Source: an optimization exercise on an open RTL-to-GDS flow (aim: small area). Production flows keep margins and buffers that such runs may drop. The RTL was checked by simulation tests, not by an equivalence proof against the original design. Power and IR drop assume default switching activity.

## programmable_pulse_generator
module programmable_pulse_generator #(
    parameter int NUM_CH = 4,
    parameter int CNT_W  = pulse_gen_pkg::DEFAULT_CNT_W
) (
    input  logic              clk,
    input  logic              rst,
    input  logic [NUM_CH-1:0] start,
    input  logic [NUM_CH-1:0] stop,
    input  logic [1:0]        mode,
    input  logic [CNT_W-1:0]  delay_cfg,
    input  logic [CNT_W-1:0]  width_cfg,
    input  logic [CNT_W-1:0]  period_cfg,
    input  logic [CNT_W-1:0]  count_cfg,
    output logic [NUM_CH-1:0] pulse,
    output logic [NUM_CH-1:0] busy,
    output logic [NUM_CH-1:0] done
);
Size: roughly 1200 cells after synthesis, ~270 flip-flops, ~0.013 mm2 of cells after synthesis.
clock: 5.5 ns
lec_check: 0
cap_margin: 20
core_margin: 2
core_utilization: 40
cts_buf_list: sky130_fd_sc_hd__clkbuf_8
cts_cluster_diameter: 60
cts_cluster_size: 16
place_density: 0.8
slew_margin: 20
synth_hierarchical: 1
standard.sh (not shown) runs the stock make flow with config.mk's settings and CLKGATE_MAP_FILE= SYNTH_SCRIPT=/design/flow/synth_recipe.tcl, a recipe that flattens the netlist after the stock synthesis.
==> flow/flow/run.sh <==
#!/bin/bash
# Standard layout (standard.sh) with these changes:
#  - synthesis maps logic with an area-oriented ABC script (flow/abc_area.script)
#    and leaves adders to ABC (no adder cell extraction); registers and their
#    names are untouched, only combinational logic is mapped differently;
#  - every input and output port gets the smallest buffer (buf_1);
#  - CTS (same settings as config.mk) inserts no dummy loads.
set -euo pipefail
rm -rf scripts_custom
cp -r "$FLOW_HOME/scripts" scripts_custom
cp flow/abc_area.script scripts_custom/abc_speed.script
export SCRIPTS_DIR="$PWD/scripts_custom"
export ADDER_MAP_FILE=
export BUFFER_PORTS_ARGS="-buffer_cell sky130_fd_sc_hd__buf_1"
export CTS_ARGS="-sink_clustering_enable -repair_clock_nets -sink_clustering_size 16 -sink_clustering_max_diameter 60 -buf_list sky130_fd_sc_hd__clkbuf_8 -dont_use_dummy_load"
bash standard.sh > standard_flow.log 2>&1
==> flow/flow/abc_area.script <==
&get -n
&st
&dch
&nf -R 1000
&st
&dch
&nf -R 1000
&put
topo
stime -c
The baseline went through all stages and came out clean.
==> next run, changes <==
==> flow/flow/run.sh (replaced) <==
#!/bin/bash
# Standard layout (standard.sh) with two changes:
#  - synthesis maps logic with an area-oriented ABC script (flow/abc_area.script);
#    registers and their names are untouched, ABC only maps combinational logic;
#  - every input and output port gets the smallest buffer (buf_1).
set -euo pipefail
rm -rf scripts_custom
cp -r "$FLOW_HOME/scripts" scripts_custom
cp flow/abc_area.script scripts_custom/abc_speed.script
export SCRIPTS_DIR="$PWD/scripts_custom"
export BUFFER_PORTS_ARGS="-buffer_cell sky130_fd_sc_hd__buf_1"
bash standard.sh > standard_flow.log 2>&1
Settings changed: CTS_BUF_LIST sky130_fd_sc_hd__clkbuf_8 to sky130_fd_sc_hd__clkbuf_16, CTS_CLUSTER_DIAMETER 60 to 80, CTS_CLUSTER_SIZE 16 to 25, PLACE_DENSITY 0.8 to default, SYNTH_HIERARCHICAL 1 to default.
The new run completed with no timing, DRC or antenna violations.
Die area rises by 0.95%.
Final area rises by 2.0%.
Sequential power falls by about 2%.
Setup slack degrades by 0.079 ns.
Final cell count falls by 11%.
Count of clock-buffer cells in the layout falls by 6.
Fmax falls by 1.7%.
Power rises by 4.1%.
==> next run, changes <==
==> flow/flow/run.sh (replaced) <==
#!/bin/bash
# Standard layout (standard.sh) with these changes:
#  - synthesis maps logic with an area-oriented ABC script (flow/abc_area.script)
#    and leaves adders to ABC (no adder cell extraction); registers and their
#    names are untouched, only combinational logic is mapped differently;
#  - every input and output port gets the smallest buffer (buf_1);
#  - CTS (same settings as config.mk) inserts no dummy loads.
set -euo pipefail
rm -rf scripts_custom
cp -r "$FLOW_HOME/scripts" scripts_custom
cp flow/abc_area.script scripts_custom/abc_speed.script
export SCRIPTS_DIR="$PWD/scripts_custom"
export ADDER_MAP_FILE=
export BUFFER_PORTS_ARGS="-buffer_cell sky130_fd_sc_hd__buf_1"
export CTS_ARGS="-sink_clustering_enable -repair_clock_nets -sink_clustering_size 25 -sink_clustering_max_diameter 80 -buf_list sky130_fd_sc_hd__clkbuf_16 -dont_use_dummy_load"
bash standard.sh > standard_flow.log 2>&1
Settings changed: CAP_MARGIN 20 to 0, SLEW_MARGIN 20 to 0.
What happened: Wire length goes up by 13%; first-iteration DRC count goes up by about 50%; cell area goes down by 1.6%; total power goes up by about 0.6%; area after synthesis goes down by about 0.6%; via count goes up by 16%.
==> next run, changes <==
==> flow/flow/run.sh (replaced) <==
#!/bin/bash
# Standard layout (standard.sh) with two changes:
#  - synthesis maps logic with an area-oriented ABC script (flow/abc_area.script);
#    registers and their names are untouched, ABC only maps combinational logic;
#  - every input and output port gets the smallest buffer (buf_1).
set -euo pipefail
rm -rf scripts_custom
cp -r "$FLOW_HOME/scripts" scripts_custom
cp flow/abc_area.script scripts_custom/abc_speed.script
export SCRIPTS_DIR="$PWD/scripts_custom"
export BUFFER_PORTS_ARGS="-buffer_cell sky130_fd_sc_hd__buf_1"
bash standard.sh > standard_flow.log 2>&1
==> flow/flow/abc_area.script (replaced) <==
&get -n
&st
&dch
&nf -R 1000
&st
&dch
&nf -R 1000
&put
buffer -c
topo
stime -c
upsize -c
dnsize -c
Settings changed: CAP_MARGIN 0 to 20, SLEW_MARGIN 0 to 20.
Clock power increases by a few percent.
Setup slack gets worse by 0.54 ns.
Total power increases slightly.
Core utilization decreases by 0.40 points.
Via count decreases by about a fifth.
Die area increases by a few percent.
Register-to-register slack gets worse by 0.54 ns.
==> next run, changes <==
==> flow/flow/run.sh (replaced) <==
#!/bin/bash
# Standard layout (standard.sh) with these changes:
#  - synthesis maps logic with an area-oriented ABC script (flow/abc_area.script)
#    and leaves adders to ABC (no adder cell extraction); registers and their
#    names are untouched, only combinational logic is mapped differently;
#  - every input and output port gets the smallest buffer (buf_1);
#  - CTS (same settings as config.mk) inserts no dummy loads.
set -euo pipefail
rm -rf scripts_custom
cp -r "$FLOW_HOME/scripts" scripts_custom
cp flow/abc_area.script scripts_custom/abc_speed.script
export SCRIPTS_DIR="$PWD/scripts_custom"
export ADDER_MAP_FILE=
export BUFFER_PORTS_ARGS="-buffer_cell sky130_fd_sc_hd__buf_1"
export CTS_ARGS="-sink_clustering_enable -repair_clock_nets -sink_clustering_size 16 -sink_clustering_max_diameter 60 -buf_list sky130_fd_sc_hd__clkbuf_8 -dont_use_dummy_load"
bash standard.sh > standard_flow.log 2>&1
==> flow/flow/abc_area.script (replaced) <==
&get -n
&st
&dch
&nf -R 1000
&st
&dch
&nf -R 1000
&put
topo
stime -c
Settings changed: CTS_BUF_LIST sky130_fd_sc_hd__clkbuf_16 to sky130_fd_sc_hd__clkbuf_8, CTS_CLUSTER_DIAMETER 80 to 60, CTS_CLUSTER_SIZE 25 to 16, PLACE_DENSITY from default to 0.9.
Clock power went down by 25%.
Sequential share of layout area went up by 1.5 points.
Sequential power went up by about 2%.
Count of clock-buffer cells in the layout went up by 5.
==> next run, changes <==
--- a/flow/flow/run.sh
+++ b/flow/flow/run.sh
@@ -15 +15 @@
-export CTS_ARGS="-sink_clustering_enable -repair_clock_nets -sink_clustering_size 16 -sink_clustering_max_diameter 60 -buf_list sky130_fd_sc_hd__clkbuf_8 -dont_use_dummy_load"
+export CTS_ARGS="-sink_clustering_enable -repair_clock_nets -sink_clustering_size 20 -sink_clustering_max_diameter 80 -buf_list \"sky130_fd_sc_hd__clkbuf_8 sky130_fd_sc_hd__clkbuf_16\" -dont_use_dummy_load"
Settings changed: CTS_BUF_LIST sky130_fd_sc_hd__clkbuf_8 to sky130_fd_sc_hd__clkbuf_8 sky130_fd_sc_hd__clkbuf_16, CTS_CLUSTER_DIAMETER 60 to 80, CTS_CLUSTER_SIZE 16 to 20, PLACE_DENSITY 0.9 to 0.8.
Worst setup slack gains 0.37 ns.
Cell area went up by 1.0%.
Total power went up by 6.7%.
Count of clock-buffer cells in the layout went down by 3.
Die area does not change.
Clock power went up by 28%.
Routed wire length went up by about 0.8%.
Global-route usage went up by 0.91 points.
Sequential power stays flat.

afterwards: timing with drivers on the ports:
How much do the figures lean on ideal ports? The routed layouts below were timed once more, with nothing changed but the port constraints.
Step 1: set_driving_cell puts a clkbuf_16 on clk and a buf_2 on each other input, an assumption about the parent block.
Step 2 also shifts input and output timing later by t, the mid clock arrival at the registers, as if the neighbouring blocks saw the same clock.
a / b / c = ideal / step 1 / step 2; a / b = the first two.
| run | shift t [ns] | setup WS [ns] | hold slack, ns | slew at the worst register clock pin (ns) | worst slew at a driven data input, ns |
|---|---|---|---|---|---|
| the first run | 0.581 | 0.898 / 0.890 / 0.309 | 0.467 / 0.467 / 0.467 | 0.11 / 0.11 | 0.08 |
| the second run | 0.539 | 0.820 / 0.842 / 0.303 | 0.469 / 0.469 / 0.469 | 0.11 / 0.11 | 0.06 |
| the third run | 0.533 | 1.165 / 1.191 / 0.658 | 0.441 / 0.441 / 0.441 | 0.10 / 0.10 | 0.07 |
| the fourth run | 0.542 | 0.621 / 0.610 / 0.068 | 0.464 / 0.464 / 0.464 | 0.10 / 0.10 | 0.08 |
| the fifth run | 0.574 | 0.540 / 0.551 / -0.023 | 0.445 / 0.445 / 0.445 | 0.10 / 0.10 | 0.05 |
| the sixth run | 0.523 | 0.908 / 0.926 / 0.403 | 0.437 / 0.437 / 0.437 | 0.09 / 0.09 | 0.06 |
With both steps, setup timing fails in the fifth run, where it was met with ideal ports. The setup slack of the first run, which loses most, moves by -0.008 ns with the drivers and by -0.589 ns with both steps.
